This is an optimization exercise on Yosys and OpenROAD, whose aim is small area and a short achievable clock period, not a production implementation.
The RTL was checked by simulation tests, not by an equivalence proof against the original design.
No activity file was given, so power comes from the tool's default toggle rates.

Setup of blue:
// fir_filter
module fir_filter (
   input  logic               clk,
   input  logic               rst,
   input  logic signed [15:0] inp,
   output logic signed [39:0] outp
);
   logic [15:0] d [26];
   logic [31:0] y_q;
   logic r6_0_0;
   logic m_r6_0_0;
   logic r6_0_1;
   logic m_r6_0_1;
   logic r6_1_0;
   logic m_r6_1_0;
   logic r6_1_1;
   logic m_r6_1_1;
   logic r6_2_0;
   logic m_r6_2_0;
   logic r6_2_1;
   logic m_r6_2_1;
   logic r6_3_0;
   logic m_r6_3_0;
   logic r6_3_1;
   logic m_r6_3_1;
   logic r6_4_0;
   logic m_r6_4_0;
   logic r6_4_1;
   logic m_r6_4_1;
   logic r6_5_0;
   logic m_r6_5_0;
   logic r6_5_1;
   logic m_r6_5_1;
   logic r6_6_0;
   logic m_r6_6_0;
   logic r6_6_1;
   logic m_r6_6_1;
   logic r6_7_0;
   logic m_r6_7_0;
   logic r6_7_1;
   logic m_r6_7_1;
   logic r6_8_0;
   logic m_r6_8_0;
   logic r6_8_1;
   logic m_r6_8_1;
   logic r6_9_0;
   logic m_r6_9_0;
   logic r6_9_1;
   logic m_r6_9_1;
   logic r6_10_0;
   logic m_r6_10_0;
   logic r6_10_1;
   logic m_r6_10_1;
   logic r6_11_0;
   logic m_r6_11_0;
   logic r6_11_1;
   logic m_r6_11_1;
   logic r6_12_0;
   logic m_r6_12_0;
   logic r6_12_1;
   logic m_r6_12_1;
   logic r6_13_0;
   logic m_r6_13_0;
   logic r6_13_1;
   logic m_r6_13_1;
   logic r6_14_0;
   logic m_r6_14_0;
   logic r6_14_1;
   logic m_r6_14_1;
   logic r6_15_0;
   logic m_r6_15_0;
   logic r6_15_1;
   logic m_r6_15_1;
   logic r6_16_0;
   logic m_r6_16_0;
   logic r6_16_1;
   logic m_r6_16_1;
   logic r6_17_0;
   logic m_r6_17_0;
   logic r6_17_1;
   logic m_r6_17_1;
   logic r6_18_0;
   logic m_r6_18_0;
  ...
export LEC_CHECK = 0
export CAP_MARGIN = 20
export CORE_MARGIN = 2
export CORE_UTILIZATION = 40
export CTS_BUF_LIST = sky130_fd_sc_hd__clkbuf_16
export CTS_CLUSTER_DIAMETER = 80
export CTS_CLUSTER_SIZE = 30
export SETUP_SLACK_MARGIN = 4.6
export SLEW_MARGIN = 20
export SYNTH_HIERARCHICAL = 1
export SYNTH_MINIMUM_KEEP_SIZE = 0
create_clock -name core_clock -period 9.0 [get_ports {clk}]
run.sh (not shown) runs the stock make flow with config.mk's settings and CLKGATE_MAP_FILE= SYNTH_SCRIPT=/design/flow/synth_recipe.tcl, a recipe that flattens the netlist after the stock synthesis.
Here is what was changed in the inputs of orange compared with blue.
Settings: a change of SETUP_SLACK_MARGIN from 4.6 to 4.3.
### Flow results
orange vs. blue: internal power saw a decrease, fill cell total of the finished layout now sits higher, number of sequential cells flat.


## run a
Another version of the RTL of fir_filter (not shown whole).
Size in the first run: about 57000 µm² of cells after synthesis.
## fir_filter
module fir_filter (
   input  logic               clk,
   input  logic               rst,
   input  logic signed [15:0] inp,
   output logic signed [39:0] outp
);
clock: 9.0 ns
lec_check: 0
cap_margin: 20
core_margin: 2
core_utilization: 40
cts_buf_list: sky130_fd_sc_hd__clkbuf_16
cts_cluster_diameter: 80
cts_cluster_size: 30
setup_slack_margin: 4.4
slew_margin: 20
synth_hierarchical: 1
synth_minimum_keep_size: 0
Edits applied to the flow inputs when going from run a to run b:
Settings: SETUP_SLACK_MARGIN changed from 4.4 to 4.6.
### Flow results
Comparing run a against run b, there is no change at all in max capacitance violation total. Setup slack in run b is larger than in run a. The total met2 wirelength after detailed routing of run b exceeds that of run a by 4.1%. The higher final cycle utilization of the critical path of run b and run a is in run a. Lower final area goes to run a over run b. Higher post-detailed-routing wire length among run b and run a: run b. ~same data required time of the critical path in run b and run a. On global-route usage: between run b and run a, it ends up lower for run a. Number of enable flip-flop cells after synthesis came out exactly the same in run b and run a. Diff run a -> run b: worst hold margin now sits at about the same level, combined area of the multi-input logic cells grew by about 0.7%.


Setup of run C:
Another version of the RTL of fir_filter (not shown whole).
Size: ~3800 cells after synthesis, about 780 flip-flops, roughly 58 I/O pins.
make LEC_CHECK=0 CAP_MARGIN=20 CORE_MARGIN=2 CORE_UTILIZATION=40 CTS_BUF_LIST='sky130_fd_sc_hd__clkbuf_4 sky130_fd_sc_hd__clkbuf_8' SLEW_MARGIN=20 SYNTH_HIERARCHICAL=1 SYNTH_MINIMUM_KEEP_SIZE=0 finish   # period 9.0 ns
Relative to run C, the following input files were edited for run E:
- CTS_BUF_LIST no longer set, was sky130_fd_sc_hd__clkbuf_4 sky130_fd_sc_hd__clkbuf_8
Findings:
Comparing run E and run C, detailed-route via count is higher on run C.
Run C and run E ended up with roughly the same total non-filler cell area in the finished layout.
Comparing run E and run C, cell area power density is lower on run C.
Diff run C -> run E | peak supply drop | down slightly
Compared with run C, in run E final total power went up by about 1.2%; routed length per placed instance went up by 0.85%; count of fill cells added during filler insertion went down by about 0.33%; number of H-tree levels went down by 1.
Run E went all the way through the flow, and no timing, DRC or antenna check failed.
Detailed-route vias per instance delta (run C -> run E): insignificant

==> separate check: timing with driven ports <==
The results above use ideal ports. As a check the final layouts listed here were re-extracted and re-timed, cells and wires unchanged. Step 1 sets driving cells, clkbuf_16 on the clock port and buf_2 on the other inputs (assumed; they add their load-dependent delay and slew). Step 2 also shifts input and output timing later by t, the mid clock arrival at the registers, as if the neighbouring blocks saw the same clock. a / b / c = ideal / step 1 / step 2; a / b = the first two.
run | t, ns | setup slack, ns | slew at the worst register clock pin (ns) | worst data-port slew with drivers (ns)
blue | 0.758 | 4.355 / 4.355 / 4.355 | 0.11 / 0.11 | 0.05
orange | 0.756 | 4.352 / 4.352 / 4.352 | 0.11 / 0.11 | 0.05
run a | 0.758 | 4.463 / 4.463 / 4.463 | 0.12 / 0.12 | 0.07
run b | 0.743 | 4.558 / 4.558 / 4.558 | 0.12 / 0.12 | 0.07
run C | 0.907 | 3.625 / 3.625 / 3.625 | 0.07 / 0.07 | 0.07
run E | 0.759 | 3.662 / 3.662 / 3.662 | 0.07 / 0.07 | 0.07
After both steps setup and hold are still met in every run listed.
